Context: an optimization exercise on an open-source flow, tuned for small area, a short achievable clock period and few clock cycles per item. The choices shown serve that exercise and are no tape-out recipe.
In this exercise RTL edits were held to simulation tests only and were not proved equivalent to the original.
Power figures rest on the tool's default switching activity, not on a simulated workload.

// pid_heading_controller_core
module pid_heading_controller_core (
    input  wire logic                                i_clk,
    input  wire logic                                i_rst_n,
    input  wire logic                                psel,
    input  wire logic                                penable,
    input  wire logic                                pwrite,
    input  wire logic [phc_pkg::ADDR_W-1:0]          paddr,
    input  wire logic [phc_pkg::DATA_W-1:0]          pwdata,
    output logic      [phc_pkg::DATA_W-1:0]          prdata,
    output logic                                     pready,
    input  wire logic                                i_in_valid,
    output logic                                     o_in_stall,
    input  wire logic signed [phc_pkg::ANGLE_W-1:0]  i_measured_angle,
    output logic                                     o_out_valid,
    input  wire logic                                i_out_stall,
    output logic signed [phc_pkg::DRIVE_W-1:0]       o_drive_cmd,
    output logic                                     o_clamped
);
==> flow/config.mk <==
export PLATFORM = sky130hd
export DESIGN_NAME = pid_heading_controller_core
export DESIGN_NICKNAME = pid_heading_controller_core
export VERILOG_FILES = /design/flow/design.v
export SDC_FILE = /design/flow/constraint.sdc
export NUM_CORES = 4
export LEC_CHECK = 0
export ABC_AREA = 1
export CAP_MARGIN = 20
export CORE_MARGIN = 2
export CORE_UTILIZATION = 60
export CTS_CLUSTER_DIAMETER = 100
export CTS_CLUSTER_SIZE = 22
export PLACE_DENSITY = 0.8
export SETUP_SLACK_MARGIN = 5.0
export SLEW_MARGIN = 20
export SYNTH_HIERARCHICAL = 1
export SYNTH_MINIMUM_KEEP_SIZE = 0
==> flow/constraint.sdc <==
create_clock -name core_clock -period 8.0 [get_ports {i_clk}]
set_input_delay 1.6000 -clock core_clock [delete_from_list [all_inputs] [get_ports {i_clk}]]
set_output_delay 1.6000 -clock core_clock [all_outputs]
set_load 0.01 [all_outputs]
run.sh (not shown) runs the stock make flow with config.mk's settings and CLKGATE_MAP_FILE= SYNTH_SCRIPT=/design/flow/synth_recipe.tcl, a recipe that flattens the netlist after the stock synthesis.
Testbench counts at the start, summed over its fixed seeds: cycles 17,224, items 16,000.
Rerun with:
--- a/flow/config.mk
+++ b/flow/config.mk
@@ -11,7 +11,7 @@
 export CORE_UTILIZATION = 60
 export CTS_CLUSTER_DIAMETER = 100
-export CTS_CLUSTER_SIZE = 22
-export PLACE_DENSITY = 0.8
-export SETUP_SLACK_MARGIN = 5.0
+export CTS_CLUSTER_SIZE = 30
+export PLACE_DENSITY = 0.7
+export SETUP_SLACK_MARGIN = 4.8
 export SLEW_MARGIN = 20
 export SYNTH_HIERARCHICAL = 1
The changed run passed the timing, DRC and antenna checks.
Synthesized cell count is unchanged.
Fmax decreases by 6.5%.
Routed wire length decreases by 5.2%.
Global-route usage decreases by 1.7 points.
Rerun with:
--- a/flow/config.mk
+++ b/flow/config.mk
@@ -11,7 +11,7 @@
 export CORE_UTILIZATION = 60
 export CTS_CLUSTER_DIAMETER = 100
-export CTS_CLUSTER_SIZE = 30
-export PLACE_DENSITY = 0.7
-export SETUP_SLACK_MARGIN = 4.8
+export CTS_CLUSTER_SIZE = 22
+export PLACE_DENSITY = 0.75
+export SETUP_SLACK_MARGIN = 5.0
 export SLEW_MARGIN = 20
 export SYNTH_HIERARCHICAL = 1
- cell area came out higher slightly
- worst setup slack gains 0.19 ns
- critical path depth stays the same
- non-clock buffer count came out higher by 39

* * *

pid_heading_controller_core again, from the RTL that the note above started with.
Settings: LEC_CHECK=0, ABC_AREA=1, CAP_MARGIN=20, CORE_MARGIN=2, CORE_UTILIZATION=65, CTS_CLUSTER_DIAMETER=100, CTS_CLUSTER_SIZE=22, PLACE_DENSITY=0.75, SETUP_SLACK_MARGIN=5.0, SLEW_MARGIN=20, SYNTH_HIERARCHICAL=1, SYNTH_MINIMUM_KEEP_SIZE=0; clock period 8.0 ns.
Testbench counts at the start, summed over its fixed seeds: cycles 17,224, items 16,000.
Then changed:
Settings changed: CORE_UTILIZATION 65 to 60, CTS_CLUSTER_DIAMETER 100 to not set, CTS_CLUSTER_SIZE 22 to not set, PLACE_DENSITY 0.75 to 0.7, SETUP_SLACK_MARGIN 5.0 to 4.8.
What happened:
- synthesized cell count does not change
- via count is lower by a few percent
- worst setup slack gets worse by 0.22 ns
- routed wire length is lower by a few percent
- power is higher by roughly a tenth
- non-clock buffer count is lower by 46
Then changed:
Settings changed: CTS_CLUSTER_DIAMETER set to 150, CTS_CLUSTER_SIZE set to 30.
Final area shrinks by about 3.5%.
Routed wire length drops by 1.7%.
Combinational power is about the same.
Clock power came out lower by 54%.
Worst setup slack improves by 0.050 ns.
Then changed:
Settings changed: CTS_CLUSTER_DIAMETER 150 to 100, CTS_CLUSTER_SIZE 30 to 22, PLACE_DENSITY 0.7 to 0.75, SETUP_SLACK_MARGIN 4.8 to 4.9.
Global-route usage increases by 1.3 points.
Die area does not change.
Via count rises by 3.2%.
Utilization is higher by 0.96 points.
Final cell count goes up by 0.73%.
Design area went up by about 1.5%.
Total power is higher by about 4%.
First-iteration DRC count came out higher by 4.1%.
Combinational power rose by about 0.5%.
Wire length went up by about 4.4%.
Worst setup slack gains 0.12 ns.
Then changed:
Settings changed: PLACE_DENSITY 0.75 to 0.7, SETUP_SLACK_MARGIN 4.9 to 4.8.
Wire length decreases by a few percent.
Clock-buffer cell count increases by 2.
Utilization decreases by 0.42 points.
Area after synthesis stays the same.
Setup slack gets worse by 0.14 ns.
Final area decreases slightly.

## what the ideal ports hide
No port has a modelled driver above. Below, the same layouts with a new extraction and two added sets of constraints. Step 1, drivers: a clkbuf_16 drives i_clk and a buf_2 each remaining input, both assumed. Step 2 also shifts input and output timing later by t, the mid clock arrival at the registers, as if the neighbouring blocks saw the same clock. a / b / c = ideal ports / drivers / drivers and shift; a / b = the first two.
run | t, ns | setup slack, ns | worst setup path at the end | pins driven straight from the clock port
the first run of note 1 | 0.688 | 4.954 / 4.954 / 4.381 | input to register | 1
the second run of note 1 | 0.747 | 4.743 / 4.743 / 4.186 | input to register | 1
the third run of note 1 | 0.681 | 4.928 / 4.928 / 4.392 | input to register | 1
the first run of note 2 | 0.688 | 4.909 / 4.909 / 4.285 | input to register | 1
the second run of note 2 | 0.723 | 4.693 / 4.693 / 4.174 | input to register | 1
the third run of note 2 | 0.714 | 4.743 / 4.743 / 4.132 | input to register | 1
the fourth run of note 2 | 0.694 | 4.864 / 4.864 / 4.249 | input to register | 1
the fifth run of note 2 | 0.674 | 4.725 / 4.725 / 4.209 | input to register | 1
After both steps setup and hold are still met in every run listed. The setup slack of the first run of note 2, which loses most, moves by 0.000 ns with the drivers and by -0.624 ns with both steps.
